This is an optimization exercise on Yosys and OpenROAD, whose aim is small area, a short achievable clock period and few clock cycles per item, not a production implementation. The RTL was checked by simulation tests, not by an equivalence proof against the original design. No activity file was given, so power comes from the tool's default toggle rates.

===== design/flow/flow/run.sh =====
#!/bin/bash
# The standard layout (standard.sh: its synthesis, floorplan, placement,
# CTS and routing, with the design's SDC), with two knobs changed:
#  * timing repair keeps a setup margin, so the achieved period is pushed
#    below the design's clock period;
#  * the port buffers are plain buffers instead of the resizer's pick.
# All of make's output goes to make_finish.log in the work folder.
set -euo pipefail
MARGIN=$(awk -v p="$FLOW_PERIOD_NS" 'BEGIN { printf "%.2f", p - 5.6 }')
bash standard.sh "SETUP_SLACK_MARGIN=$MARGIN" \
    "BUFFER_PORTS_ARGS=-buffer_cell sky130_fd_sc_hd__buf_1" finish > make_finish.log 2>&1

===== design/flow/standard.sh =====
#!/bin/bash
# synth_recipe.tcl (not shown) runs the flow's synth.tcl, then flattens the netlist and writes it again
# the make line also repeats each setting of config.mk as NAME=value (left out here)
make -C /OpenROAD-flow-scripts/flow DESIGN_CONFIG=/design/flow/config.mk WORK_HOME=/design/flow/orfs CLKGATE_MAP_FILE= SYNTH_SCRIPT=/design/flow/synth_recipe.tcl "${@:-finish}"

===== design/flow/constraint.sdc =====
create_clock -name core_clock -period 22.0 [get_ports {i_clk}]
set_input_delay 4.4000 -clock core_clock [delete_from_list [all_inputs] [get_ports {i_clk}]]
set_output_delay 4.4000 -clock core_clock [all_outputs]
set_load 0.01 [all_outputs]

===== design/flow/design.v =====
`default_nettype none
package trk_tmr_pkg;
    localparam int unsigned EXP_W     = 5;
    localparam int unsigned CNT_W     = 8;
    localparam int unsigned TICK_W    = 22;
    localparam int unsigned HALF_W    = TICK_W - 1;
    localparam int unsigned RAND_W    = 16;
    localparam int unsigned CFG_IDX_W = 2;
    localparam int unsigned CFG_DAT_W = 8;
    localparam int unsigned MAX_EXP_DEF          = 24;
    localparam int unsigned TICKS_PER_SECOND_DEF = 128;
    localparam int unsigned MS_PER_SEC           = 1000;
    localparam int unsigned RAND_TOP             = (1 << RAND_W) - 1;
    localparam logic [TICK_W-1:0] TICK_MAX  = {TICK_W{1'b1}};
    localparam logic [CNT_W-1:0]  COUNT_MAX = {CNT_W{1'b1}};
    localparam logic [EXP_W-1:0] MIN_EXP_RST    = 5'd12;
    localparam logic [EXP_W-1:0] DOUBLINGS_RST  = 5'd8;
    localparam logic [CNT_W-1:0] REDUNDANCY_RST = 8'd10;
    typedef enum logic [1:0] {
        OP_TICK  = 2'd0,
        OP_HEARD = 2'd1,
        OP_RESET = 2'd2,
        OP_START = 2'd3
    } t_op;
    typedef enum logic [2:0] {
        EV_NONE     = 3'd0,
        EV_TRANSMIT = 3'd1,
        EV_SUPPRESS = 3'd2,
        EV_POSTPONE = 3'd3,
        EV_NEW_INTV = 3'd4
    } t_event;
    typedef enum logic [CFG_IDX_W-1:0] {
        CFG_MIN_EXP    = 2'd0,
        CFG_DOUBLINGS  = 2'd1,
        CFG_REDUNDANCY = 2'd2
    } t_cfg_idx;
    typedef struct packed {
        t_op               op;
        logic [RAND_W-1:0] rand_word;
        logic              addr_ready;
    } t_in_item;
    typedef struct packed {
        t_event            event_res;
        logic [EXP_W-1:0]  interval_exp;
        logic [CNT_W-1:0]  consistent_count;
    } t_out_item;
    typedef logic [(1 << EXP_W)-1:0][TICK_W-1:0] t_tick_tbl;
    function automatic t_tick_tbl ticks_table(input int unsigned tps);
        logic [(1 << EXP_W)*TICK_W-1:0] tbl;
        logic [63:0] t;
        for (int e = 0; e < (1 << EXP_W); e++) begin
            t = ((64'd1 << e) * 64'(tps)) / MS_PER_SEC;
            if (t > 64'(TICK_MAX)) begin
                t = 64'(TICK_MAX);
            end
            tbl[e*TICK_W +: TICK_W] = t[TICK_W-1:0];
        end
        ticks_table = tbl;
    endfunction
    function automatic logic [TICK_W-1:0] add22(input logic [TICK_W-1:0] a,
                                                input logic [TICK_W-1:0] b,
                                                input logic              ci);
        logic [TICK_W-1:0] p, g, pp, gg;
        p  = a ^ b;
        g  = a & b;
        pp = p;
        gg = g;
        gg[0] = g[0] | (p[0] & ci);
        for (int i = 1; i <= 5; i++) begin
            for (int j = (1 << i) - 1; j < TICK_W; j = j + (1 << i)) begin
                gg[j] = gg[j] | (pp[j] & gg[j - (1 << (i - 1))]);
                pp[j] = pp[j] & pp[j - (1 << (i - 1))];
            end
        end
        for (int i = 5; i > 0; i--) begin
            for (int j = (1 << i) + (1 << (i - 1)) - 1; j < TICK_W; j = j + (1 << i)) begin
                gg[j] = gg[j] | (pp[j] & gg[j - (1 << (i - 1))]);
                pp[j] = pp[j] & pp[j - (1 << (i - 1))];
            end
        end
        add22 = p ^ {gg[TICK_W-2:0], ci};
    endfunction
    function automatic logic [CNT_W-1:0] inc8(input logic [CNT_W-1:0] x);
        logic c;
        c = 1'b1;
        for (int i = 0; i < CNT_W; i++) begin
            inc8[i] = x[i] ^ c;
            c       = c & x[i];
        end
    endfunction
    function automatic logic [EXP_W-1:0] inc5(input logic [EXP_W-1:0] x);
        logic c;
        c = 1'b1;
        for (int i = 0; i < EXP_W; i++) begin
            inc5[i] = x[i] ^ c;
            c       = c & x[i];
        end
    endfunction
    function automatic logic lt8(input logic [CNT_W-1:0] a, input logic [CNT_W-1:0] b);
        logic l;
        l = 1'b0;
        for (int i = 0; i < CNT_W; i++) begin
            l = (~a[i] & b[i]) | (~(a[i] ^ b[i]) & l);
        end
        lt8 = l;
    endfunction
    function automatic logic lt5(input logic [EXP_W-1:0] a, input logic [EXP_W-1:0] b);
        logic l;
        l = 1'b0;
        for (int i = 0; i < EXP_W; i++) begin
            l = (~a[i] & b[i]) | (~(a[i] ^ b[i]) & l);
        end
        lt5 = l;
    endfunction
    function automatic logic lt6(input logic [5:0] a, input logic [5:0] b);
        logic l;
        l = 1'b0;
        for (int i = 0; i < 6; i++) begin
            l = (~a[i] & b[i]) | (~(a[i] ^ b[i]) & l);
        end
        lt6 = l;
    endfunction
    function automatic logic [6:0] sub7(input logic [6:0] a, input logic [6:0] b);
        logic w;
        w = 1'b0;
        for (int i = 0; i < 7; i++) begin
            sub7[i] = a[i] ^ b[i] ^ w;
            w       = (~a[i] & (b[i] | w)) | (b[i] & w);
        end
    endfunction
    function automatic logic [5:0] add5(input logic [4:0] a, input logic [4:0] b);
        logic c;
        c = 1'b0;
        for (int i = 0; i < 5; i++) begin
            add5[i] = a[i] ^ b[i] ^ c;
            c       = (a[i] & b[i]) | (c & (a[i] ^ b[i]));
        end
        add5[5] = c;
    endfunction
endpackage
`default_nettype wire
`default_nettype none
module trickle_interval_timer_unit #(
    parameter int unsigned TICKS_PER_SECOND = trk_tmr_pkg::TICKS_PER_SECOND_DEF,
    parameter int unsigned MAX_EXP          = trk_tmr_pkg::MAX_EXP_DEF
) (
    input  wire                                  i_clk,
    input  wire                                  i_rst_n,
    input  wire                                  i_in_valid,
    output logic                                 o_in_ready,
    input  wire [18:0]                           i_in,
    output logic                                 o_out_valid,
    input  wire                                  i_out_ready,
    output logic [15:0]                          o_out,
    input  wire                                  i_cfg_valid,
    output logic                                 o_cfg_ready,
    input  wire [trk_tmr_pkg::CFG_IDX_W-1:0]     i_cfg_index,
    input  wire [trk_tmr_pkg::CFG_DAT_W-1:0]     i_cfg_data
);
    localparam int unsigned EXP_W  = trk_tmr_pkg::EXP_W;
    localparam int unsigned CNT_W  = trk_tmr_pkg::CNT_W;
    localparam int unsigned TICK_W = trk_tmr_pkg::TICK_W;
    localparam logic [EXP_W-1:0]  MAX_EXP_V  = EXP_W'(MAX_EXP);
    localparam logic [TICK_W-1:0] POSTPONE_T = TICK_W'(TICKS_PER_SECOND);
    localparam logic [(1 << EXP_W)*TICK_W-1:0] TICK_TBL =
        trk_tmr_pkg::ticks_table(TICKS_PER_SECOND);
    localparam logic [TICK_W-1:0] T_TOP      = TICK_TBL[24*TICK_W +: TICK_W];
    logic [EXP_W-1:0] r_min_exp;
    logic [EXP_W-1:0] r_doublings;
    logic [CNT_W-1:0] r_redundancy;
    logic [EXP_W-1:0] r_ceil;
    logic [EXP_W-1:0]  r_exp;
    logic [CNT_W-1:0]  r_heard;
    logic [2:0]        r_event;
    logic              r_fire_pending;
    logic              r_running;
    logic              r_addr_ok;
    logic [TICK_W-1:0] r_ticks;
    logic [TICK_W-1:0] r_b;
    logic              r_busy;
    logic [4:0]        r_step;
    logic              r_in_ready;
    logic              r_out_valid;
    logic              r_m_valid;
    logic [18:0]       r_m;
    logic              r_s_valid;
    logic [18:0]       r_s;
    assign o_cfg_ready = 1'b1;
    assign o_in_ready  = r_in_ready;
    assign o_out_valid = r_out_valid;
    assign o_out       = {r_event, r_exp, r_heard};
    logic in_xfer, proc, m_load;
    assign in_xfer = i_in_valid && r_in_ready;
    assign proc    = r_m_valid && !r_busy && (!r_out_valid || i_out_ready);
    assign m_load  = proc || !r_m_valid;
    logic [1:0]  op;
    logic [15:0] rnd;
    logic        rdy;
    assign op  = r_m[18:17];
    assign rnd = r_m[16:1];
    assign rdy = r_m[0];
    logic [EXP_W-1:0] eff_min, exp_up;
    always_comb begin
        eff_min = trk_tmr_pkg::lt5(MAX_EXP_V, r_min_exp) ? MAX_EXP_V : r_min_exp;
        exp_up  = trk_tmr_pkg::lt5(r_exp, r_ceil) ? trk_tmr_pkg::inc5(r_exp) : r_exp;
    end
    logic [TICK_W-1:0] h_big;
    logic              t_lsb;
    logic [46:0] c_exp;
    always_comb begin
        c_exp = {25'd0, T_TOP} << r_exp;
        h_big = c_exp[46:25];
        t_lsb = c_exp[24];
    end
    logic fold_c;
    assign fold_c = (&r_b[15:6]) && !trk_tmr_pkg::lt6(r_b[21:16], ~r_b[5:0]);
    logic [TICK_W-1:0] add_y, add_s;
    logic              add_ci;
    always_comb begin
        add_y  = {TICK_W{1'b1}};
        add_ci = 1'b0;
        if (r_busy) begin
            if (!r_step[4]) begin
                add_y = r_b[0] ? h_big : '0;
            end else if (r_step == 5'd16) begin
                add_y = {6'd0, r_b[15:0]};
            end else if (r_step == 5'd17) begin
                add_y  = {16'd0, r_b[21:16]};
                add_ci = fold_c;
            end else if (r_step == 5'd18) begin
                add_y = h_big;
            end else begin
                add_y = ~{h_big[TICK_W-2:0], t_lsb};
            end
        end
        add_s = trk_tmr_pkg::add22(r_ticks, add_y, add_ci);
    end
    logic [EXP_W-1:0]  n_exp;
    logic [CNT_W-1:0]  n_heard;
    logic [2:0]        n_event;
    logic              n_fire_pending, n_running, n_addr_ok;
    logic [TICK_W-1:0] n_ticks;
    logic              do_begin;
    logic [EXP_W-1:0]  begin_exp;
    always_comb begin
        n_exp          = r_exp;
        n_heard        = r_heard;
        n_event        = trk_tmr_pkg::EV_NONE;
        n_fire_pending = r_fire_pending;
        n_running      = r_running;
        n_addr_ok      = r_addr_ok;
        n_ticks        = r_ticks;
        do_begin       = 1'b0;
        begin_exp      = eff_min;
        case (op)
            trk_tmr_pkg::OP_TICK: begin
                if (r_running) begin
                    if (r_ticks[TICK_W-1:1] != '0) begin
                        n_ticks = add_s;
                    end else if (!r_addr_ok && !rdy) begin
                        n_ticks = POSTPONE_T;
                        n_event = trk_tmr_pkg::EV_POSTPONE;
                    end else begin
                        n_addr_ok = 1'b1;
                        if (r_fire_pending) begin
                            n_event = trk_tmr_pkg::lt8(r_heard, r_redundancy) ?
                                      trk_tmr_pkg::EV_TRANSMIT : trk_tmr_pkg::EV_SUPPRESS;
                            n_fire_pending = 1'b0;
                            n_ticks = r_b;
                        end else begin
                            begin_exp = exp_up;
                            do_begin  = 1'b1;
                        end
                    end
                end
            end
            trk_tmr_pkg::OP_HEARD: begin
                if (r_heard != trk_tmr_pkg::COUNT_MAX) begin
                    n_heard = trk_tmr_pkg::inc8(r_heard);
                end
            end
            trk_tmr_pkg::OP_RESET: begin
                if (trk_tmr_pkg::lt5(eff_min, r_exp)) begin
                    do_begin = 1'b1;
                end
            end
            default: begin
                do_begin = 1'b1;
            end
        endcase
        if (do_begin) begin
            n_exp          = begin_exp;
            n_heard        = '0;
            n_event        = trk_tmr_pkg::EV_NEW_INTV;
            n_fire_pending = 1'b1;
            n_running      = 1'b1;
        end
    end
    logic       r_all1;
    logic [6:0] fire_s, tail_s, t_small;
    logic [46:0] c_begin;
    assign r_all1 = &rnd;
    always_comb begin
        c_begin = {25'd0, T_TOP} << begin_exp;
        t_small = c_begin[30:24];
        case (begin_exp)
            5'd4:    fire_s = r_all1 ? 7'd2  : 7'd1;
            5'd5:    fire_s = r_all1 ? 7'd4  : {5'd0, 1'b1, rnd[15]};
            5'd6:    fire_s = r_all1 ? 7'd8  : {4'd0, 1'b1, rnd[15:14]};
            5'd7:    fire_s = r_all1 ? 7'd16 : {3'd0, 1'b1, rnd[15:13]};
            5'd8:    fire_s = r_all1 ? 7'd32 : {2'd0, 1'b1, rnd[15:12]};
            5'd9:    fire_s = r_all1 ? 7'd64 : {1'd0, 1'b1, rnd[15:11]};
            default: fire_s = 7'd0;
        endcase
        tail_s = trk_tmr_pkg::sub7(t_small, fire_s);
    end
    logic begin_slow;
    assign begin_slow = begin_exp[4] || (begin_exp[3] && (begin_exp[2] || begin_exp[1]));
    always_ff @(posedge i_clk) begin
        if (!i_rst_n) begin
            r_min_exp    <= trk_tmr_pkg::MIN_EXP_RST;
            r_doublings  <= trk_tmr_pkg::DOUBLINGS_RST;
            r_redundancy <= trk_tmr_pkg::REDUNDANCY_RST;
        end else if (i_cfg_valid) begin
            case (i_cfg_index)
                trk_tmr_pkg::CFG_MIN_EXP:    r_min_exp    <= i_cfg_data[EXP_W-1:0];
                trk_tmr_pkg::CFG_DOUBLINGS:  r_doublings  <= i_cfg_data[EXP_W-1:0];
                trk_tmr_pkg::CFG_REDUNDANCY: r_redundancy <= i_cfg_data[CNT_W-1:0];
                default: begin
                end
            endcase
        end
    end
    logic [EXP_W:0] ceil_sum;
    assign ceil_sum = trk_tmr_pkg::add5(r_min_exp, r_doublings);
    always_ff @(posedge i_clk) begin
        r_ceil <= trk_tmr_pkg::lt5(MAX_EXP_V, ceil_sum[EXP_W-1:0]) || ceil_sum[EXP_W] ?
                  MAX_EXP_V : ceil_sum[EXP_W-1:0];
    end
    always_ff @(posedge i_clk) begin
        if (!i_rst_n) begin
            r_exp          <= '0;
            r_heard        <= '0;
            r_fire_pending <= 1'b0;
            r_running      <= 1'b0;
            r_addr_ok      <= 1'b0;
            r_busy         <= 1'b0;
        end else if (r_busy) begin
            if (r_step == 5'd19) begin
                r_busy <= 1'b0;
            end
        end else if (proc) begin
            r_exp          <= n_exp;
            r_heard        <= n_heard;
            r_fire_pending <= n_fire_pending;
            r_running      <= n_running;
            r_addr_ok      <= n_addr_ok;
            r_busy         <= do_begin && begin_slow;
        end
    end
    always_ff @(posedge i_clk) begin
        if (r_busy) begin
            if (!r_step[4]) begin
                r_ticks <= {1'b0, add_s[TICK_W-1:1]};
                r_b     <= {6'd0, add_s[0], r_b[15:1]};
            end else if (r_step == 5'd16) begin
                r_b     <= add_s;
            end else if (r_step == 5'd19) begin
                r_b     <= ~add_s;
            end else begin
                r_ticks <= add_s;
            end
        end else if (proc) begin
            r_event <= n_event;
            if (do_begin) begin
                if (begin_slow) begin
                    r_ticks <= '0;
                    r_b     <= {6'd0, rnd};
                end else begin
                    r_ticks <= {15'd0, fire_s};
                    r_b     <= {15'd0, tail_s};
                end
            end else begin
                r_ticks <= n_ticks;
            end
        end
    end
    always_ff @(posedge i_clk) begin
        r_step <= r_busy ? trk_tmr_pkg::inc5(r_step) : 5'd0;
    end
    logic s_valid_n, busy_n;
    assign s_valid_n = !m_load && (r_s_valid || in_xfer);
    assign busy_n    = r_busy ? (r_step != 5'd19) : (proc && do_begin && begin_slow);
    always_ff @(posedge i_clk) begin
        if (!i_rst_n) begin
            r_out_valid <= 1'b0;
            r_m_valid   <= 1'b0;
            r_s_valid   <= 1'b0;
            r_in_ready  <= 1'b1;
        end else begin
            if (proc) begin
                r_out_valid <= 1'b1;
            end else if (i_out_ready) begin
                r_out_valid <= 1'b0;
            end
            if (m_load) begin
                r_m_valid <= r_s_valid || in_xfer;
                r_s_valid <= 1'b0;
            end else if (in_xfer) begin
                r_s_valid <= 1'b1;
            end
            r_in_ready <= !s_valid_n && !busy_n;
        end
    end
    always_ff @(posedge i_clk) begin
        if (m_load) begin
            r_m <= r_s_valid ? r_s : i_in;
        end
        if (in_xfer) begin
            r_s <= i_in;
        end
    end
endmodule
`default_nettype wire

===== design/flow/config.mk =====
export PLATFORM = sky130hd
export DESIGN_NAME = trickle_interval_timer_unit
export DESIGN_NICKNAME = trickle_interval_timer_unit
export VERILOG_FILES = /design/flow/design.v
export SDC_FILE = /design/flow/constraint.sdc
export NUM_CORES = 4
export LEC_CHECK = 0
export CAP_MARGIN = 20
export CORE_MARGIN = 2
export CORE_UTILIZATION = 50
export CTS_BUF_LIST = sky130_fd_sc_hd__clkbuf_8
export GPL_TIMING_DRIVEN = 1
export PLACE_DENSITY = 0.65
export SLEW_MARGIN = 20

==> flow_metrics.env, run 1 <==
export IMPL_slew_violations=0
export IMPL_critPathCaptureType="primary output"
export IMPL_grt_overflow=0
export IMPL_antenna_found_initial=0
export IMPL_cp_max_fo=18
export IMPL_required_ns=17.60
export IMPL_synthCells=1122
export IMPL_clkSinkCount=134
export IMPL_startpoint="r_exp[3]"
export IMPL_synth_seq_cells=134
export IMPL_slew_headroom_pct=31.5
export IMPL_gp_congestion=0.926
export IMPL_synth_top_cell_by_area="edfxtp_1"
export IMPL_grt_pass1_wl_um=43200
export IMPL_path_clk_slew_ns=0.08
export IMPL_finalSetupViolations=0
export IMPL_fmax_mhz=179
export IMPL_syn_area_mm2=0.0101
export IMPL_hold_viol=0
export IMPL_rsz0062_at_grt="yes"
export IMPL_place_hpwl_um=19400
export IMPL_die_h_um=146
export IMPL_crit_buf_inv=2
export IMPL_crit_type="flop to primary output"
export IMPL_drc_errors=0
export IMPL_ctsHoldBuffers=0
export IMPL_antenna_cells=0
export IMPL_synth_top_cell_area_share_pct=25.3
export IMPL_min_from="r_running"
export IMPL_vias_per_cell=6.12
export IMPL_dieArea_mm2=0.0213
export IMPL_cts_made_buffers=17
export IMPL_fin_nets=1269
export IMPL_synth_common_cells="nand2_1, o21ai_0, edfxtp_1"
export IMPL_avgRoutedWirePerCell_um=19.4
export IMPL_ir_drop_v=0.0000455
export IMPL_seq_area_frac_synth_pct=35.0
export IMPL_rows=51
export IMPL_grt_start_max_net_pins=95
export IMPL_worstMarginPinSlew_ns=1.03
export IMPL_critical_path_top_delay_family="flip-flops"
export IMPL_critPathSlowestCell="dfxtp_2"
export IMPL_coreArea_mm2=0.0197
export IMPL_portBuffers=51
export IMPL_p_clk_share_pct=28.8
export IMPL_min_period_ns=5.58
export IMPL_skew_ns=0.0187
export IMPL_antenna_left=0
export IMPL_cts_tree="built"
export IMPL_vias=8739
export IMPL_cp_depth=2
export IMPL_syn_nets=1241
export IMPL_synthToLayoutAreaGrowth_pct=13.6
export IMPL_die_w_um=146
export IMPL_synth_area_leaders="edfxtp_1, dfxtp_1, ha_1"
export IMPL_synthFlopType="edfxtp_1"
export IMPL_seq_area_mm2=0.00355
export IMPL_syn_avg_cell_area_um2=8.99
export IMPL_min_path_cells=1
export IMPL_seq_power_share_pct=44.5
export IMPL_powerDensity_mw_per_mm2=61.1
export IMPL_setup_tns_ns=0
export IMPL_cts_root_buf="clkbuf_8"
export IMPL_crit_chain="buf_12 > buf_1"
export IMPL_synth_edf_count=85
export IMPL_clockBufferDepth=2
export IMPL_start_util_pct=51.3
export IMPL_routed_wl_um=27600
export IMPL_switching_share_pct=33.6
export IMPL_status="complete, no violations"
export IMPL_switching_power_w=0.000235
export IMPL_multi_input_area_mm2=0.00647
export IMPL_p_int_w=0.000465
export IMPL_synthArstFlopShare_pct=0
export IMPL_place_area_mm2=0.0104
export IMPL_slowest_delay_ns=0.39
export IMPL_max_cap_violations=0
export IMPL_synth_most_common_cell="nand2_1"
export IMPL_drive_gt1_share_pct=15.6
export IMPL_clk_latency_ns=0.46
export IMPL_synth_cell_types=76
export IMPL_drt_pass1_iter_count=6
export IMPL_hp_class="flop to flop"
export IMPL_yosys_warnings=1
export IMPL_power_leakage_nw=4.27
export IMPL_start_kind="flop"
export IMPL_htree_levels=4
export IMPL_reg2regPathDepth=23
export IMPL_num_io_pins=53
export IMPL_n_fill_cell=1787
export IMPL_grt_pass1_vias=7837
export IMPL_grt_usage_pct=25.2
export IMPL_design_area_mm2=0.0115
export IMPL_finalCritPeriodShare_pct=25.4
export IMPL_p_comb_share_pct=26.8
export IMPL_cp_arrival_ns=1.18
export IMPL_drtIter0Drc=853
export IMPL_r2r_start="r_exp[0]"
-- path summary, 6_finish.rpt --
check           endpoint  slack, ns
max            o_out[11]      16.42
min            r_running       0.47
max reg2reg  r_ticks[20]      16.52
min reg2reg    r_running       0.47
-- timing repair --
action	in CTS	in global routing
setup endpoints to repair	51	14
hold endpoints to repair	0	0
cloned	2	0
setup buffers	4	18
pin swaps	2	19
resized for setup	45	64
-- metrics by stage --
| step | hold slack (ns) | utilization [%] | power, W | instances | worst slack (ns) |
|---|---|---|---|---|---|
| floorplan | 0.431 | - | 0.000439 | 1122 | 16.36 |
| global placement | 0.443 | 53.0 | 0.000481 | 1372 | 15.34 |
| detailed placement | 0.448 | 53.0 | 0.000484 | 1372 | 15.12 |
| CTS | 0.466 | 56.1 | 0.000688 | 1410 | 16.33 |
| global route | 0.499 | 58.3 | 0.000735 | 1428 | 16.27 |
| finish | 0.467 | 58.3 | 0.000700 | 1428 | 16.42 |
-- flip-flops by register name, summed over array words and instances, names as in the netlist, 8 cells and up --
name / count
r_b: 22
r_ticks: 22
r_m: 19
r_redundancy: 8
r_heard: 8
r_s: 19
-- cell usage in the layout (no fill, tap or decap), drive strengths merged, types with 30 or more instances in the layout --
cell,synthesis,final
a21oi,58,58
buf,14,82
dfxtp,49,49
edfxtp,85,85
ha,64,64
inv,43,50
mux2i,37,37
nand2,154,154
nand3,34,34
nor2,57,57
o21ai,93,93
xnor2,30,30
-- cell families after synthesis --
kind of cell,share of synthesized area [%]
AND/OR/NAND/NOR,16.9
AO/OA/AOI/OAI,21.2
flip-flops,35.0
buffers and inverters,4.75
adder cells (fa/ha/maj),12.1
multiplexers,6.95
XOR/XNOR,2.95
other,0.0372
-- power by group through the flow --
stage / Combinational, W / Clock [W] / Sequential (W)
final: 0.000187 / 0.000201 / 0.000311
after global routing: 0.000208 / 0.000214 / 0.000313
after CTS: 0.000174 / 0.000204 / 0.000311
after detailed placement: 0.000168 / 0 / 0.000316
after global placement: 0.000165 / 0 / 0.000316
after floorplan: 0.000130 / 0 / 0.000309
-- per-layer routing --
layer  share of wire (%)  up-vias  track usage (%)
met3                 6.5       50             4.06
met5                   0        -                0
li1                    -     4165                -
met4                 1.7        0             6.89
met2                  46      318             39.0
met1                  46     4206             36.8
-- area by class of cell --
cell class	count	area share, %
multi-input cells	866	56.5
flip-flops and latches	134	31.0
repair buffers	85	4.74
well taps	265	2.89
clock buffers	18	2.16
inverters	46	1.65
clock inverters	14	1.07
-- worst register-to-register path: cells and delay by family (launching register included) --
family,cells,cell delay [ns]
muxes,1,0.32
adders and majority gates,3,1.03
DFF,1,0.42
AOI/OAI and AO/OA,15,2.83
buffers and inverters,1,0.14
and+or+nand+nor,1,0.05
xor gates and xnor gates,2,0.43
Testbench counts, summed over its fixed seeds: cycles 32,136, ops 32,000.
==> run 2: changes to the inputs <==
--- a/design/flow/config.mk
+++ b/design/flow/config.mk
@@ -9,6 +9,5 @@
 export CORE_MARGIN = 2
 export CORE_UTILIZATION = 50
 export CTS_BUF_LIST = sky130_fd_sc_hd__clkbuf_8
-export GPL_TIMING_DRIVEN = 1
 export PLACE_DENSITY = 0.65
 export SLEW_MARGIN = 20
==> run 2 against run 1 <==
  * Still clean
  * Combinational power barely moved
  * Clock skew did not move
  * Routed wire length did not move
  * Register-to-register slack barely moved
  * Final area did not move
  * Power did not move
  * Area after synthesis did not move
  * Final cell count did not move
  * Maximum frequency did not move
  * Worst setup slack did not move
  * Sequential share of layout area did not move
  * Critical endpoint unchanged
  * Largest cell class unchanged
==> flow_metrics.env, run 2 <==
export IMPL_synth_top_cell_area_share_pct=25.3
export IMPL_syn_avg_cell_area_um2=8.99
export IMPL_synthFlopType="edfxtp_1"
export IMPL_crit_chain="buf_12 > buf_1"
export IMPL_rows=51
export IMPL_p_comb_share_pct=26.8
export IMPL_synth_area_leaders="edfxtp_1, dfxtp_1, ha_1"
export IMPL_design_area_mm2=0.0115
export IMPL_drtIter0Drc=853
export IMPL_finalSetupViolations=0
export IMPL_syn_area_mm2=0.0101
export IMPL_finalCritPeriodShare_pct=25.4
export IMPL_skew_ns=0.0187
export IMPL_layout_commonest_cell="nand2_1"
export IMPL_avgRoutedWirePerCell_um=19.4
export IMPL_p_clk_share_pct=28.8
export IMPL_clockBufferDepth=2
export IMPL_grt_usage_pct=25.2
export IMPL_cts_made_buffers=17
export IMPL_max_cap_violations=0
export IMPL_required_ns=17.60
export IMPL_place_area_mm2=0.0104
export IMPL_synth_cell_types=76
export IMPL_vias_per_cell=6.12
export IMPL_drt_pass1_iter_count=6
export IMPL_coreArea_mm2=0.0197
export IMPL_drc_errors=0
export IMPL_die_h_um=146
export IMPL_seq_area_frac_synth_pct=35.0
export IMPL_hold_slack_ns=0.467
export IMPL_synthToLayoutAreaGrowth_pct=13.6
export IMPL_final_cell_mix="nand2_1, edfxtp_1, o21ai_0"
export IMPL_antenna_found_initial=0
export IMPL_top_regs="r_b x22, r_ticks x22"
export IMPL_synth_top_cell_by_area="edfxtp_1"
export IMPL_switching_power_w=0.000235
export IMPL_slew_headroom_pct=31.5
export IMPL_clkSinkCount=134
export IMPL_worstMarginPinSlew_ns=1.03
export IMPL_synth_most_common_cell="nand2_1"
export IMPL_place_hpwl_um=19400
export IMPL_setup_tns_ns=0
export IMPL_htree_levels=4
export IMPL_ctsHoldBuffers=0
export IMPL_cts_root_buf="clkbuf_8"
export IMPL_gp_congestion=0.926
export IMPL_rsz0062_at_grt="yes"
export IMPL_antenna_left=0
export IMPL_clk_latency_ns=0.46
export IMPL_grt_overflow=0
export IMPL_p_int_w=0.000465
export IMPL_ir_drop_v=0.0000455
export IMPL_cp_arrival_ns=1.18
export IMPL_crit_type="flop to primary output"
export IMPL_start_kind="flop"
export IMPL_cp_max_fo=18
export IMPL_slew_violations=0
export IMPL_synthCells=1122
export IMPL_grt_pass1_vias=7837
export IMPL_syn_nets=1241
export IMPL_min_period_ns=5.58
export IMPL_num_io_pins=53
export IMPL_hold_viol=0
export IMPL_cts_tree="built"
export IMPL_fmax_mhz=179
export IMPL_start_util_pct=51.3
export IMPL_path_clk_slew_ns=0.08
export IMPL_hp_class="flop to flop"
export IMPL_synth_seq_cells=134
export IMPL_seq_power_share_pct=44.5
export IMPL_switching_share_pct=33.6
export IMPL_routed_wl_um=27600
export IMPL_powerDensity_mw_per_mm2=61.1
export IMPL_fin_nets=1269
export IMPL_portBuffers=51
export IMPL_power_leakage_nw=4.27
export IMPL_antenna_cells=0
export IMPL_n_fill_cell=1787
export IMPL_die_w_um=146
export IMPL_slowest_delay_ns=0.39
export IMPL_dieArea_mm2=0.0213
export IMPL_yosys_warnings=1
export IMPL_synth_common_cells="nand2_1, o21ai_0, edfxtp_1"
export IMPL_synth_edf_count=85
export IMPL_status="complete, no violations"
export IMPL_grt_pass1_wl_um=43200
export IMPL_drive_gt1_share_pct=15.6
export IMPL_vias=8739
export IMPL_critPathSlowestCell="dfxtp_2"
export IMPL_synthArstFlopShare_pct=0
export IMPL_grt_start_max_net_pins=95
export IMPL_post_route_util_pct=58.3
export IMPL_critPathCaptureType="primary output"
-- run 2: critical path, delay by kind of cell (launching register included) --
family | cells | cell delay (ns)
flops | 1 | 0.39
buf+inv | 2 | 0.33
-- run 2: path summary, 6_finish.rpt --
path / depth (start not counted) / slack (ns) / startpoint / endpoint
setup reg to reg: 23 / 16.52 / r_exp[0] / r_ticks[20]
setup / recovery: 2 / 16.42 / r_exp[3] / o_out[11]
hold / removal: 1 / 0.47 / r_running / r_running
hold reg to reg: 1 / 0.47 / r_running / r_running
-- run 2: power by group through the flow --
stage	sequential [W]	combinational [W]	clock (W)
finish	0.000311	0.000187	0.000201
global route	0.000313	0.000208	0.000214
CTS	0.000311	0.000174	0.000204
detailed placement	0.000316	0.000168	0
global placement	0.000316	0.000165	0
floorplan	0.000309	0.000130	0
-- run 2: cells by family (layout without fill, tap and decap cells) --
logic type      after synthesis  after routing  share of synthesized area, %
compound gates              326            326                          21.2
xor+xnor                     34             34                          2.95
fa+ha+maj                    85             85                          12.1
buf+inv                     122            163                          4.75
flops                       134            134                          35.0
mux                          66             66                          6.95
other cells                   1              1                        0.0372
simple gates                354            354                          16.9
-- run 2: area by class of cell --
class / count / area, um^2 / share of cell area (%)
tap: 265 / 332 / 2.89
multi-input combinational: 866 / 6470 / 56.5
sequential: 134 / 3550 / 31.0
clock inverter: 14 / 123 / 1.07
timing repair buffer: 85 / 543 / 4.74
clock buffer: 18 / 248 / 2.16
inverter: 46 / 189 / 1.65
-- run 2: routing by layer --
layer  share of wire [%]  vias up  wire length [um]  track usage, %
li1                    -     4165                 -               -
met1                  46     4206             12800            36.8
met2                  46      318             12600            39.0
met3                 6.5       50              1800            4.06
met4                 1.7        0               469            6.89
met5                   0        -                 0               0
-- run 2: what timing repair did --
| item | in CTS | in global routing |
|---|---|---|
| gates resized for setup | 45 | 64 |
| buffers inserted | 4 | 18 |
| setup endpoints to repair | 51 | 14 |
| pin swaps | 2 | 19 |
| gates cloned | 2 | 0 |
-- run 2: stage by stage --
stage	total power [W]	setup slack, ns	instances
3_3_place_gp	0.000481	15.34	1372
6_report	0.000700	16.42	1428
5_1_grt	0.000735	16.27	1428
2_1_floorplan	0.000439	16.36	1122
3_5_place_dp	0.000484	15.12	1372
4_1_cts	0.000688	16.33	1410
==> run 3: changes to the inputs <==
--- a/design/flow/config.mk
+++ b/design/flow/config.mk
@@ -8,6 +8,6 @@
 export CAP_MARGIN = 20
 export CORE_MARGIN = 2
 export CORE_UTILIZATION = 50
-export CTS_BUF_LIST = sky130_fd_sc_hd__clkbuf_8
+export CTS_BUF_LIST = sky130_fd_sc_hd__clkbuf_4 sky130_fd_sc_hd__clkbuf_8
 export PLACE_DENSITY = 0.65
 export SLEW_MARGIN = 20
==> run 3 against run 2 <==
  * Clock power about the same
  * Combinational power hardly changed
  * Sequential share of layout area barely moved
  * Synthesized cell count stayed put
  * Largest cell class unchanged
  * Highest routed layer unchanged
==> flow_metrics.env, run 3 <==
export IMPL_status="complete, no violations"
export IMPL_power_leakage_nw=4.27
export IMPL_rows=51
export IMPL_htree_levels=4
export IMPL_clockBufferDepth=2
export IMPL_ir_drop_v=0.0000455
export IMPL_path_clk_slew_ns=0.08
export IMPL_grt_usage_pct=25.2
export IMPL_final_cell_mix="nand2_1, edfxtp_1, o21ai_0"
export IMPL_grt_start_max_net_pins=95
export IMPL_synth_edf_count=85
export IMPL_rsz0062_at_grt="yes"
export IMPL_antenna_left=0
export IMPL_synth_seq_cells=134
export IMPL_setup_tns_ns=0
export IMPL_powerDensity_mw_per_mm2=61.3
export IMPL_synth_common_cells="nand2_1, o21ai_0, edfxtp_1"
export IMPL_n_fill_cell=1788
export IMPL_design_area_mm2=0.0115
export IMPL_yosys_warnings=1
export IMPL_drt_pass1_iter_count=6
export IMPL_antenna_found_initial=0
export IMPL_synthMuxAreaShare_pct=6.95
export IMPL_top_regs="r_b x22, r_ticks x22"
export IMPL_start_kind="flop"
export IMPL_required_ns=17.60
export IMPL_cts_root_buf="clkbuf_8"
export IMPL_place_hpwl_um=19400
export IMPL_die_w_um=146
export IMPL_seq_area_mm2=0.00355
export IMPL_die_h_um=146
export IMPL_cp_arrival_ns=1.18
export IMPL_synth_top_cell_by_area="edfxtp_1"
export IMPL_drtIter0Drc=853
export IMPL_hp_class="flop to flop"
export IMPL_p_total_w=0.000702
export IMPL_place_area_mm2=0.0104
export IMPL_fmax_mhz=179
export IMPL_synth_area_leaders="edfxtp_1, dfxtp_1, ha_1"
export IMPL_synth_cell_types=76
export IMPL_cts_made_buffers=17
export IMPL_cp_max_fo=18
export IMPL_min_period_ns=5.58
export IMPL_vias=8733
export IMPL_clk_latency_ns=0.46
export IMPL_synthArstFlopShare_pct=0
export IMPL_gp_congestion=0.926
export IMPL_antenna_cells=0
export IMPL_yosys_area_share_adder_pct=12.1
export IMPL_critPathCaptureType="primary output"
export IMPL_coreArea_mm2=0.0197
export IMPL_synthFlopType="edfxtp_1"
export IMPL_layout_commonest_cell="nand2_1"
export IMPL_synth_top_cell_area_share_pct=25.3
export IMPL_grt_pass1_vias=7837
export IMPL_drive_gt1_share_pct=15.7
export IMPL_avgRoutedWirePerCell_um=19.4
export IMPL_post_route_util_pct=58.3
export IMPL_slew_violations=0
export IMPL_finalCritPeriodShare_pct=25.4
export IMPL_synth_most_common_cell="nand2_1"
export IMPL_drc_errors=0
export IMPL_worstMarginPinSlew_ns=1.03
export IMPL_syn_avg_cell_area_um2=8.99
export IMPL_synth_compound_area_share_pct=21.2
export IMPL_dieArea_mm2=0.0213
export IMPL_skew_ns=0.0191
export IMPL_hold_viol=0
export IMPL_syn_area_mm2=0.0101
export IMPL_portBuffers=51
export IMPL_synth_top_family_by_area="compound AO/OA/AOI/OAI gates"
export IMPL_num_io_pins=53
export IMPL_fin_nets=1269
export IMPL_grt_overflow=0
export IMPL_clkSinkCount=134
export IMPL_slew_headroom_pct=31.5
export IMPL_syn_nets=1241
export IMPL_synthCells=1122
export IMPL_crit_type="flop to primary output"
export IMPL_multi_input_area_mm2=0.00647
export IMPL_grt_pass1_wl_um=43200
export IMPL_cts_tree="built"
export IMPL_finalSetupViolations=0
export IMPL_vias_per_cell=6.12
export IMPL_seq_area_frac_synth_pct=35.0
export IMPL_routed_wl_um=27600
export IMPL_synth_xor_area_share_pct=2.95
export IMPL_start_util_pct=51.3
export IMPL_max_cap_violations=0
export IMPL_synthToLayoutAreaGrowth_pct=13.6
export IMPL_yosys_area_share_simple_pct=16.9
-- run 3: through the flow --
step	std cells	setup slack, ns	hold WS, ns
final	1428	16.42	0.467
after global routing	1428	16.27	0.499
after CTS	1410	16.33	0.466
after detailed placement	1372	15.12	0.448
after global placement	1372	15.34	0.443
after floorplan	1122	16.36	0.431
-- run 3: worst paths after layout --
| check | startpoint | to | slack (ns) | cells after the start |
|---|---|---|---|---|
| setup / recovery | r_exp[3] | o_out[11] | 16.42 | 2 |
| hold / removal | r_running | r_running | 0.47 | 1 |
| setup reg to reg | r_exp[0] | r_ticks[20] | 16.52 | 23 |
| hold reg to reg | r_running | r_running | 0.47 | 1 |
-- run 3: area by class of cell --
class | count | share of cell area, %
well taps | 265 | 2.89
inverters | 46 | 1.65
repair buffers | 85 | 4.74
clock inverters | 13 | 1.04
clock buffers | 19 | 2.23
flip-flops and latches | 134 | 31.0
multi-input cells | 866 | 56.4
-- run 3: power breakdown --
| part | switching, W | internal [W] |
|---|---|---|
| clock network | 0.000108 | 0.0000950 |
| registers | 0.0000179 | 0.000294 |
| logic | 0.000109 | 0.0000783 |
| total | 0.000235 | 0.000467 |
-- run 3: logic make-up (layout without fill, tap and decap cells) --
family | Yosys count | count (layout)
and+or+nand+nor | 354 | 354
AOI/OAI and AO/OA | 326 | 326
DFF | 134 | 134
buffers and inverters | 122 | 163
adders and majority gates | 85 | 85
muxes | 66 | 66
xor gates and xnor gates | 34 | 34
other | 1 | 1
-- run 3: timing repair --
item                       CTS  global route
setup buffers                4            18
pin swaps                    2            19
resized for setup           45            64
setup endpoints to repair   51            14
hold buffers                 0             0
cloned                       2             0
-- run 3: layer usage --
layer  vias to the layer above  GRT usage (%)  wire length, um
li1                       4166              -                -
met1                      4206           36.8            12800
met2                       313           39.0            12600
met3                        48           4.06             1790
met4                         0           6.89              486
met5                         -              0                0
-- run 3: worst max-delay path: stages, from the launching register on --
cell,delay [ns]
dfxtp_2,0.39
buf_12,0.17
buf_1,0.16
==> run 4: changes to the inputs <==
--- a/design/flow/flow/run.sh
+++ b/design/flow/flow/run.sh
@@ -6,6 +6,6 @@
 #  * the port buffers are plain buffers instead of the resizer's pick.
 # All of make's output goes to make_finish.log in the work folder.
 set -euo pipefail
-MARGIN=$(awk -v p="$FLOW_PERIOD_NS" 'BEGIN { printf "%.2f", p - 5.6 }')
+MARGIN=$(awk -v p="$FLOW_PERIOD_NS" 'BEGIN { printf "%.2f", p - 5.55 }')
 bash standard.sh "SETUP_SLACK_MARGIN=$MARGIN" \
     "BUFFER_PORTS_ARGS=-buffer_cell sky130_fd_sc_hd__buf_1" finish > make_finish.log 2>&1
--- a/design/flow/config.mk
+++ b/design/flow/config.mk
@@ -8,6 +8,6 @@
 export CAP_MARGIN = 20
 export CORE_MARGIN = 2
 export CORE_UTILIZATION = 50
-export CTS_BUF_LIST = sky130_fd_sc_hd__clkbuf_4 sky130_fd_sc_hd__clkbuf_8
+export CTS_BUF_LIST = sky130_fd_sc_hd__clkbuf_8
 export PLACE_DENSITY = 0.65
 export SLEW_MARGIN = 20
==> run 4 against run 3 <==
  * Still clean on timing, DRC and antenna
  * Routed wire length rose by 2.2%
  * First-iteration DRC count rose by 9.4%
  * Synthesized cell count did not move
  * Clock skew fell by 0.0037 ns
  * Via count rose by 0.87%
  * Die area did not move
  * Utilization rose by 1.6 points
  * Non-clock buffer count rose by 23
  * Final area rose by 2.7%
  * Sequential power barely moved
  * Global-route usage rose by 0.44 points
  * Critical path type unchanged
==> flow_metrics.env, run 4 <==
export IMPL_status="complete, no violations"
export IMPL_syn_avg_cell_area_um2=8.99
export IMPL_drt_pass1_iter_count=6
export IMPL_avgRoutedWirePerCell_um=19.5
export IMPL_yosys_warnings=1
export IMPL_portBuffers=51
export IMPL_skew_ns=0.0153
export IMPL_clk_latency_ns=0.47
export IMPL_clkSinkCount=134
export IMPL_max_cap_violations=0
export IMPL_grt_pass1_vias=7994
export IMPL_synthArstFlopShare_pct=0
export IMPL_ir_drop_v=0.0000586
export IMPL_crit_type="flop to primary output"
export IMPL_syn_area_mm2=0.0101
export IMPL_die_h_um=146
export IMPL_critPathCaptureType="primary output"
export IMPL_synth_seq_cells=134
export IMPL_hold_viol=0
export IMPL_cp_arrival_ns=1.10
export IMPL_synthMuxAreaShare_pct=6.95
export IMPL_synth_compound_area_share_pct=21.2
export IMPL_num_io_pins=53
export IMPL_vias_per_cell=6.07
export IMPL_reg2regPathDepth=24
export IMPL_setup_tns_ns=0
export IMPL_rsz0062_at_grt="yes"
export IMPL_place_area_mm2=0.0104
export IMPL_routed_wl_um=28300
export IMPL_start_util_pct=51.3
export IMPL_power_leakage_nw=4.43
export IMPL_finalSetupViolations=0
export IMPL_cts_root_buf="clkbuf_8"
export IMPL_slew_violations=0
export IMPL_start_kind="flop"
export IMPL_synth_common_cells="nand2_1, o21ai_0, edfxtp_1"
export IMPL_synth_top_cell_by_area="edfxtp_1"
export IMPL_layout_commonest_cell="nand2_1"
export IMPL_gp_congestion=0.941
export IMPL_fin_nets=1292
export IMPL_grt_usage_pct=25.7
export IMPL_drc_errors=0
export IMPL_cts_made_buffers=17
export IMPL_cp_max_fo=11
export IMPL_yosys_area_share_adder_pct=12.1
export IMPL_grt_overflow=0
export IMPL_path_clk_slew_ns=0.09
export IMPL_hp_class="flop to flop"
export IMPL_worstMarginPinSlew_ns=1.03
export IMPL_antenna_cells=0
export IMPL_drtIter0Drc=933
export IMPL_synth_top_family_by_area="compound AO/OA/AOI/OAI gates"
export IMPL_htree_levels=4
export IMPL_powerDensity_mw_per_mm2=62.8
export IMPL_synth_top_cell_area_share_pct=25.3
export IMPL_place_hpwl_um=19300
export IMPL_synth_edf_count=85
export IMPL_synthFlopType="edfxtp_1"
export IMPL_antenna_found_initial=0
export IMPL_synth_xor_area_share_pct=2.95
export IMPL_synth_most_common_cell="nand2_1"
export IMPL_dieArea_mm2=0.0213
export IMPL_fmax_mhz=182
export IMPL_coreArea_mm2=0.0197
export IMPL_synthCells=1122
export IMPL_die_w_um=146
export IMPL_min_period_ns=5.50
export IMPL_final_cell_mix="nand2_1, edfxtp_1, o21ai_0"
export IMPL_ctsHoldBuffers=0
export IMPL_finalCritPeriodShare_pct=25.0
export IMPL_cts_tree="built"
export IMPL_required_ns=17.60
export IMPL_design_area_mm2=0.0118
export IMPL_top_regs="r_b x22, r_ticks x22"
export IMPL_synth_cell_types=76
export IMPL_n_fill_cell=1748
export IMPL_clockBufferDepth=2
export IMPL_yosys_area_share_simple_pct=16.9
export IMPL_syn_nets=1241
export IMPL_synth_area_leaders="edfxtp_1, dfxtp_1, ha_1"
export IMPL_grt_pass1_wl_um=43800
export IMPL_antenna_left=0
export IMPL_grt_start_max_net_pins=95
export IMPL_seq_area_frac_synth_pct=35.0
export IMPL_min_path_cells=1
export IMPL_synthToLayoutAreaGrowth_pct=16.7
export IMPL_slew_headroom_pct=31.5
export IMPL_rows=51
export IMPL_drive_gt1_share_pct=18.0
export IMPL_vias=8809
-- run 4: metal layers --
metal / vias to the layer above / share of wire, % / GRT usage [%]
li1: 4204 / - / -
met1: 4186 / 45 / 36.7
met2: 364 / 46 / 40.3
met3: 55 / 6.8 / 4.56
met4: 0 / 2.3 / 6.89
met5: - / 0 / 0
-- run 4: metrics by stage --
stage | setup WS (ns) | util, % | total power [W] | hold slack (ns) | instances
floorplan | 16.46 | - | 0.000440 | 0.431 | 1122
finish | 16.50 | 59.9 | 0.000740 | 0.467 | 1451
global route | 16.27 | 59.9 | 0.000774 | 0.510 | 1451
global placement | 15.19 | 53.0 | 0.000481 | 0.440 | 1370
detailed placement | 15.00 | 53.0 | 0.000484 | 0.451 | 1370
CTS | 16.45 | 57.8 | 0.000728 | 0.471 | 1423
-- run 4: path summary, 6_finish.rpt --
kind                                start   endpoint  slack (ns)
worst max-delay path             r_exp[2]  o_out[10]       16.50
worst min-delay path            r_running  r_running        0.47
worst max register to register   r_exp[1]     r_b[5]       16.53
worst min register to register  r_running  r_running        0.47
-- run 4: repair_timing --
action,CTS,global route
gates cloned,4,0
pin swaps,8,24
resized for setup,68,55
setup endpoints to repair,44,44
buffers inserted,17,28
-- run 4: final cells by class --
class	instances	area [um^2]	share of cell area, %
repair buffers	108	778	6.61
clock inverters	15	201	1.71
multi-input cells	866	6480	55.1
flip-flops and latches	134	3560	30.2
well taps	265	332	2.82
inverters	46	189	1.61
clock buffers	17	234	1.99
-- run 4: worst max-delay path, cell delays in order, from the launching register on --
cell     delay [ns]
dfxtp_4        0.36
buf_12         0.14
buf_2          0.14
-- run 4: report_power, final --
| part | switching [W] | total [W] | internal (W) | leakage (nW) |
|---|---|---|---|---|
| Combinational | 0.000111 | 0.000194 | 0.0000828 | 2.97 |
| Clock | 0.000109 | 0.000234 | 0.000125 | 0.229 |
| Sequential | 0.0000182 | 0.000312 | 0.000294 | 1.22 |
-- run 4: kinds of logic after synthesis --
family                     count (synthesis)
other                                      1
buffers and inverters                    122
xor gates and xnor gates                  34
adders and majority gates                 85
and+or+nand+nor                          354
AOI/OAI and AO/OA                        326
DFF                                      134
muxes                                     66
==> run 5: changes to the inputs <==
--- a/design/flow/flow/run.sh
+++ b/design/flow/flow/run.sh
@@ -6,6 +6,6 @@
 #  * the port buffers are plain buffers instead of the resizer's pick.
 # All of make's output goes to make_finish.log in the work folder.
 set -euo pipefail
-MARGIN=$(awk -v p="$FLOW_PERIOD_NS" 'BEGIN { printf "%.2f", p - 5.55 }')
+MARGIN=$(awk -v p="$FLOW_PERIOD_NS" 'BEGIN { printf "%.2f", p - 5.8 }')
 bash standard.sh "SETUP_SLACK_MARGIN=$MARGIN" \
     "BUFFER_PORTS_ARGS=-buffer_cell sky130_fd_sc_hd__buf_1" finish > make_finish.log 2>&1
==> run 5 against run 4 <==
  * Final area fell by 5.2%
  * Clock power down 6%
  * Critical path type unchanged
  * Routed wire length fell by 3.5%
  * Clock skew increased by 0.0024 ns
  * Largest power group unchanged
  * Still clean on timing, DRC and antenna
  * Global-route usage decreased by 0.37 points
==> flow_metrics.env, run 5 <==
export IMPL_grt_start_max_net_pins=63
export IMPL_min_period_ns=5.69
export IMPL_required_ns=17.60
export IMPL_grt_overflow=0
export IMPL_ir_drop_v=0.0000489
export IMPL_place_hpwl_um=19700
export IMPL_yosys_area_share_simple_pct=16.9
export IMPL_r2r_setup_slack_ns=16.47
export IMPL_p_total_w=0.000707
export IMPL_hold_viol=0
export IMPL_antenna_left=0
export IMPL_antenna_cells=0
export IMPL_routed_wl_um=27300
export IMPL_n_fill_cell=1794
export IMPL_synthArstFlopShare_pct=0
export IMPL_path_clk_slew_ns=0.08
export IMPL_layout_commonest_cell="nand2_1"
export IMPL_synthMuxAreaShare_pct=6.95
export IMPL_synthToLayoutAreaGrowth_pct=10.7
export IMPL_portBuffers=51
export IMPL_start_kind="flop"
export IMPL_syn_nets=1241
export IMPL_synth_edf_count=85
export IMPL_dieArea_mm2=0.0213
export IMPL_max_cap_violations=0
export IMPL_grt_pass1_vias=7781
export IMPL_synth_most_common_cell="nand2_1"
export IMPL_rows=51
export IMPL_min_from="r_running"
export IMPL_grt_pass1_wl_um=42900
export IMPL_clkSinkCount=134
export IMPL_r2r_start="r_ticks[16]"
export IMPL_synth_cell_types=76
export IMPL_seq_power_share_pct=44.2
export IMPL_p_int_w=0.000480
export IMPL_ctsHoldBuffers=0
export IMPL_hp_class="flop to flop"
export IMPL_syn_area_mm2=0.0101
export IMPL_die_w_um=146
export IMPL_critPathCaptureType="primary output"
export IMPL_seq_area_mm2=0.00355
export IMPL_whs_endpoint="r_running"
export IMPL_gp_congestion=0.900
export IMPL_slew_headroom_pct=28.0
export IMPL_drc_errors=0
export IMPL_vias=8585
export IMPL_cts_tree="built"
export IMPL_multi_input_area_mm2=0.00627
export IMPL_power_leakage_nw=4.19
export IMPL_coreArea_mm2=0.0197
export IMPL_setup_tns_ns=0
export IMPL_avgRoutedWirePerCell_um=19.2
export IMPL_cp_arrival_ns=1.29
export IMPL_synth_common_cells="nand2_1, o21ai_0, edfxtp_1"
export IMPL_fin_nets=1260
export IMPL_status="complete, no violations"
export IMPL_finalCritPeriodShare_pct=25.9
export IMPL_hold_slack_ns=0.469
export IMPL_synth_compound_area_share_pct=21.2
export IMPL_synth_top_cell_by_area="edfxtp_1"
export IMPL_cts_made_buffers=17
export IMPL_drive_gt1_share_pct=12.7
export IMPL_synth_top_cell_area_share_pct=25.3
export IMPL_synth_top_family_by_area="compound AO/OA/AOI/OAI gates"
export IMPL_htree_levels=4
export IMPL_min_path_cells=1
export IMPL_drt_pass1_iter_count=5
export IMPL_skew_ns=0.0177
export IMPL_final_cell_mix="nand2_1, o21ai_0, edfxtp_1"
export IMPL_cp_max_fo=41
export IMPL_synth_area_leaders="edfxtp_1, dfxtp_1, ha_1"
export IMPL_fmax_mhz=176
export IMPL_timing_rr_end="r_b[5]"
export IMPL_clk_latency_ns=0.47
export IMPL_syn_avg_cell_area_um2=8.99
export IMPL_seq_area_frac_synth_pct=35.0
export IMPL_yosys_area_share_adder_pct=12.1
export IMPL_top_regs="r_b x22, r_ticks x22"
export IMPL_p_comb_share_pct=24.8
export IMPL_cts_root_buf="clkbuf_8"
export IMPL_synthCells=1122
export IMPL_drtIter0Drc=863
export IMPL_rsz0062_at_grt="yes"
export IMPL_crit_type="flop to primary output"
export IMPL_die_h_um=146
export IMPL_reg2regPathDepth=19
export IMPL_grt_usage_pct=25.3
export IMPL_antenna_found_initial=0
export IMPL_switching_share_pct=32.1
export IMPL_vias_per_cell=6.05
export IMPL_worstMarginPinSlew_ns=1.08
export IMPL_clockBufferDepth=2
export IMPL_finalSetupViolations=0
export IMPL_switching_power_w=0.000227
export IMPL_synth_seq_cells=134
export IMPL_powerDensity_mw_per_mm2=63.4
export IMPL_yosys_warnings=1
export IMPL_num_io_pins=53
export IMPL_synth_xor_area_share_pct=2.95
export IMPL_p_clk_share_pct=31.0
export IMPL_slew_violations=0
export IMPL_start_util_pct=51.3
export IMPL_synthFlopType="edfxtp_1"
run 5: cell counts after synthesis:
Identical to the previous run, type by type.
run 5: timing repair:
action                                  CTS  global route
pin swaps                                 1             4
setup buffers                             2            13
endpoints found under the setup margin   19            20
gates resized for setup                  20            44
run 5: stage by stage:
| stage | util [%] | area, um^2 | instances | setup WS (ns) |
|---|---|---|---|---|
| 2_1_floorplan | - | 10100 | 1122 | 16.27 |
| 3_3_place_gp | 52.9 | 10400 | 1372 | 15.48 |
| 3_5_place_dp | 52.9 | 10400 | 1372 | 15.21 |
| 4_1_cts | 55.3 | 10900 | 1406 | 16.20 |
| 5_1_grt | 56.8 | 11200 | 1419 | 16.14 |
| 6_report | 56.8 | 11200 | 1419 | 16.31 |
run 5: worst max path at each step:
stage                     depth (start not counted)         to        start  slack [ns]
after floorplan                                   6     r_b[0]  i_out_ready       16.27
after global placement                           24     r_b[5]     r_exp[4]       15.48
after detailed placement                         24     r_b[5]     r_exp[4]       15.21
after CTS                                        22     r_b[5]     r_exp[1]       16.20
after global routing                             27     r_b[5]     r_exp[3]       16.14
final                                             2  o_out[10]     r_exp[2]       16.31
run 5: layout make-up:
| type | count | area share (%) |
|---|---|---|
| Inverter | 46 | 1.67 |
| Timing Repair Buffer | 76 | 3.72 |
| Sequential cell | 134 | 31.8 |
| Tap cell | 265 | 2.97 |
| Clock inverter | 14 | 1.46 |
| Multi-Input combinational cell | 866 | 56.2 |
| Clock buffer | 18 | 2.22 |
run 5: per-layer routing:
layer	track usage, %	share of wire (%)	vias to the layer above
li1	-	-	4135
met1	37.3	47	4094
met2	38.7	45	314
met3	4.25	6.2	42
met4	6.55	2.1	0
met5	0	0	-
run 5: critical path, stage by stage, from the launching register on:
cell	delay, ns
dfxtp_1	0.35
buf_6	0.28
buf_1	0.19
run 5: power by group through the flow:
stage / clock (W) / sequential [W] / combinational, W
after CTS: 0.000222 / 0.000312 / 0.000169
after global placement: 0 / 0.000317 / 0.000165
after floorplan: 0 / 0.000309 / 0.000129
after detailed placement: 0 / 0.000317 / 0.000166
after global routing: 0.000233 / 0.000315 / 0.000196
final: 0.000219 / 0.000313 / 0.000175
run 5: cells by family after synthesis:
logic type / count (synthesis)
and+or+nand+nor: 354
adders and majority gates: 85
AOI/OAI and AO/OA: 326
muxes: 66
other: 1
buffers and inverters: 122
DFF: 134
xor gates and xnor gates: 34
==> run 6: changes to the inputs <==
--- a/design/flow/flow/run.sh
+++ b/design/flow/flow/run.sh
@@ -6,6 +6,6 @@
 #  * the port buffers are plain buffers instead of the resizer's pick.
 # All of make's output goes to make_finish.log in the work folder.
 set -euo pipefail
-MARGIN=$(awk -v p="$FLOW_PERIOD_NS" 'BEGIN { printf "%.2f", p - 5.8 }')
+MARGIN=$(awk -v p="$FLOW_PERIOD_NS" 'BEGIN { printf "%.2f", p - 5.7 }')
 bash standard.sh "SETUP_SLACK_MARGIN=$MARGIN" \
     "BUFFER_PORTS_ARGS=-buffer_cell sky130_fd_sc_hd__buf_1" finish > make_finish.log 2>&1
==> run 6 against run 5 <==
  * Final area down 0.22%
  * Clock power down 5%
  * Global-route usage down 0.61 points
  * Area after synthesis unchanged
  * Maximum frequency up 1.0%
  * Power down 1.4%
  * Synthesized cell count unchanged
  * Die area unchanged
  * Non-clock buffer count down 2
  * Count of clock-buffer cells in the layout up 1
  * Routed wire length down 2.4%
  * Critical path type unchanged
  * Highest routed layer unchanged
==> flow_metrics.env, run 6 <==
export IMPL_status="complete, no violations"
export IMPL_timing_rr_end="r_b[5]"
export IMPL_p_total_w=0.000697
export IMPL_place_hpwl_um=19300
export IMPL_synthCells=1122
export IMPL_finalSetupViolations=0
export IMPL_synth_common_cells="nand2_1, o21ai_0, edfxtp_1"
export IMPL_slowest_delay_ns=0.38
export IMPL_final_cell_mix="nand2_1, o21ai_0, edfxtp_1"
export IMPL_grt_pass1_vias=7617
export IMPL_min_path_cells=1
export IMPL_crit_chain="buf_4 > buf_1"
export IMPL_yosys_warnings=1
export IMPL_reg2regPathDepth=21
export IMPL_seq_area_frac_synth_pct=35.0
export IMPL_min_from="r_running"
export IMPL_powerDensity_mw_per_mm2=62.6
export IMPL_synthFlopType="edfxtp_1"
export IMPL_layout_commonest_cell="nand2_1"
export IMPL_die_h_um=146
export IMPL_synthArstFlopShare_pct=0
export IMPL_synth_seq_cells=134
export IMPL_worstMarginPinSlew_ns=1.03
export IMPL_hp_class="flop to flop"
export IMPL_dieArea_mm2=0.0213
export IMPL_r2r_setup_slack_ns=16.40
export IMPL_synth_most_common_cell="nand2_1"
export IMPL_cts_root_buf="clkbuf_8"
export IMPL_cts_tree="built"
export IMPL_r2r_start="r_ticks[20]"
export IMPL_top_regs="r_b x22, r_ticks x22"
export IMPL_syn_area_mm2=0.0101
export IMPL_routed_wl_um=26600
export IMPL_grt_overflow=0
export IMPL_crit_buf_inv=2
export IMPL_htree_levels=4
export IMPL_antenna_found_initial=0
export IMPL_syn_nets=1241
export IMPL_clockBufferDepth=2
export IMPL_grt_start_max_net_pins=95
export IMPL_fin_nets=1258
export IMPL_avgRoutedWirePerCell_um=18.8
export IMPL_path_clk_slew_ns=0.08
export IMPL_critical_path_top_delay_family="buffers and inverters"
export IMPL_min_period_ns=5.63
export IMPL_synth_top_cell_area_share_pct=25.3
export IMPL_vias_per_cell=6.00
export IMPL_antenna_cells=0
export IMPL_vias=8502
export IMPL_slew_headroom_pct=31.1
export IMPL_critPathCaptureType="primary output"
export IMPL_gp_congestion=0.902
export IMPL_synth_edf_count=85
export IMPL_die_w_um=146
export IMPL_portBuffers=51
export IMPL_rows=51
export IMPL_start_kind="flop"
export IMPL_antenna_left=0
export IMPL_skew_ns=0.0166
export IMPL_num_io_pins=53
export IMPL_clkSinkCount=134
export IMPL_start_util_pct=51.3
export IMPL_synth_cell_types=76
export IMPL_synthToLayoutAreaGrowth_pct=10.4
export IMPL_critPathSlowestCell="dfxtp_4"
export IMPL_ir_drop_v=0.0000578
export IMPL_grt_pass1_wl_um=42300
export IMPL_drc_errors=0
export IMPL_max_cap_violations=0
export IMPL_synth_top_cell_by_area="edfxtp_1"
export IMPL_cp_arrival_ns=1.23
export IMPL_rsz0062_at_grt="yes"
export IMPL_syn_avg_cell_area_um2=8.99
export IMPL_grt_usage_pct=24.7
export IMPL_required_ns=17.60
export IMPL_coreArea_mm2=0.0197
export IMPL_drtIter0Drc=933
export IMPL_fmax_mhz=178
export IMPL_drt_pass1_iter_count=6
export IMPL_power_leakage_nw=4.14
export IMPL_whs_endpoint="r_running"
export IMPL_clk_latency_ns=0.45
export IMPL_cts_made_buffers=17
export IMPL_drive_gt1_share_pct=12.6
export IMPL_synth_area_leaders="edfxtp_1, dfxtp_1, ha_1"
export IMPL_cp_max_fo=15
export IMPL_hold_viol=0
export IMPL_crit_type="flop to primary output"
export IMPL_setup_tns_ns=0
export IMPL_finalCritPeriodShare_pct=25.6
export IMPL_slew_violations=0
[run 6: worst max path at each step]
stage,startpoint,to,slack (ns),cells past startpoint
2_1_floorplan,i_out_ready,r_in_ready,16.36,5
3_3_place_gp,r_exp[4],r_b[5],15.35,24
3_5_place_dp,r_exp[4],r_b[5],15.17,24
4_1_cts,r_ticks[8],r_b[5],16.27,21
5_1_grt,r_ticks[20],r_b[5],16.16,21
6_report,r_exp[4],o_out[12],16.37,2
[run 6: repair_timing]
action                     CTS  global route
gates cloned                 0             1
buffers inserted             3            11
gates resized for setup     21            39
setup endpoints to repair   40            16
pin swaps                    2             6
hold buffers                 0             0
[run 6: metal layers]
metal | vias up | track usage [%] | share of wire (%)
met3 | 21 | 3.59 | 5.5
met5 | - | 0 | 0
met4 | 0 | 4.90 | 0.96
met1 | 4082 | 37.3 | 48
li1 | 4136 | - | -
met2 | 263 | 37.8 | 46
[run 6: stage by stage]
step	std cells	setup slack (ns)	util [%]	area, um^2	hold WS [ns]
floorplan	1122	16.36	-	10100	0.431
global placement	1370	15.35	52.8	10400	0.439
detailed placement	1370	15.17	52.8	10400	0.450
CTS	1405	16.27	55.3	10900	0.471
global route	1417	16.16	56.7	11100	0.499
finish	1417	16.37	56.7	11100	0.464
[run 6: cell type report]
type	count	area, um^2
Fill cell	1803	8520
Multi-Input combinational cell	866	6270
Sequential cell	134	3550
Timing Repair Buffer	74	407
Tap cell	265	332
Clock buffer	19	262
Inverter	46	181
Clock inverter	13	135
[run 6: cell families (layout without fill, tap and decap cells)]
| kind of cell | after synthesis | count (layout) | share of synthesized area, % |
|---|---|---|---|
| multiplexers | 66 | 66 | 6.95 |
| AND/OR/NAND/NOR | 354 | 354 | 16.9 |
| adder cells (fa/ha/maj) | 85 | 85 | 12.1 |
| XOR/XNOR | 34 | 34 | 2.95 |
| AO/OA/AOI/OAI | 326 | 326 | 21.2 |
| other | 1 | 1 | 0.0372 |
| flip-flops | 134 | 134 | 35.0 |
| buffers and inverters | 122 | 152 | 4.75 |
[run 6: report_power, final]
part,switching (W),internal (W),leakage [nW]
clock,0.000110,0.0000992,0.202
combinational,0.000104,0.0000728,2.71
sequential,0.0000175,0.000294,1.22
total,0.000231,0.000466,4.14

-- what the ideal ports hide --
In the flow no input, the clock included, has a driving cell. The finished layouts below were timed again as built, in two steps.
Step 1: set_driving_cell puts a clkbuf_16 on i_clk and a buf_2 on each other input, an assumption about the parent block.
Step 2 adds t to the input delays and takes it off the output delays; t is the mean of the earliest and latest rising clock arrival at the registers after step 1. Input paths then give back, and output paths get back, about the clock's delay inside the block.
Three values: no drivers, after step 1, after step 2; two values: the first two.
| run | t (ns) | slack for setup (ns) | worst slew at a driven data input, ns |
|---|---|---|---|
| run 1 | 0.494 | 16.420 / 16.379 / 16.003 | 0.03 |
| run 2 | 0.494 | 16.420 / 16.379 / 16.003 | 0.03 |
| run 3 | 0.495 | 16.420 / 16.379 / 16.002 | 0.03 |
| run 4 | 0.499 | 16.504 / 16.462 / 16.148 | 0.04 |
| run 5 | 0.508 | 16.311 / 16.269 / 15.967 | 0.04 |
| run 6 | 0.487 | 16.368 / 16.325 / 15.918 | 0.06 |
After both steps setup and hold are still met in every run listed. For run 6, which loses most, drivers alone change the setup slack by -0.043 ns; drivers and shift together by -0.450 ns.
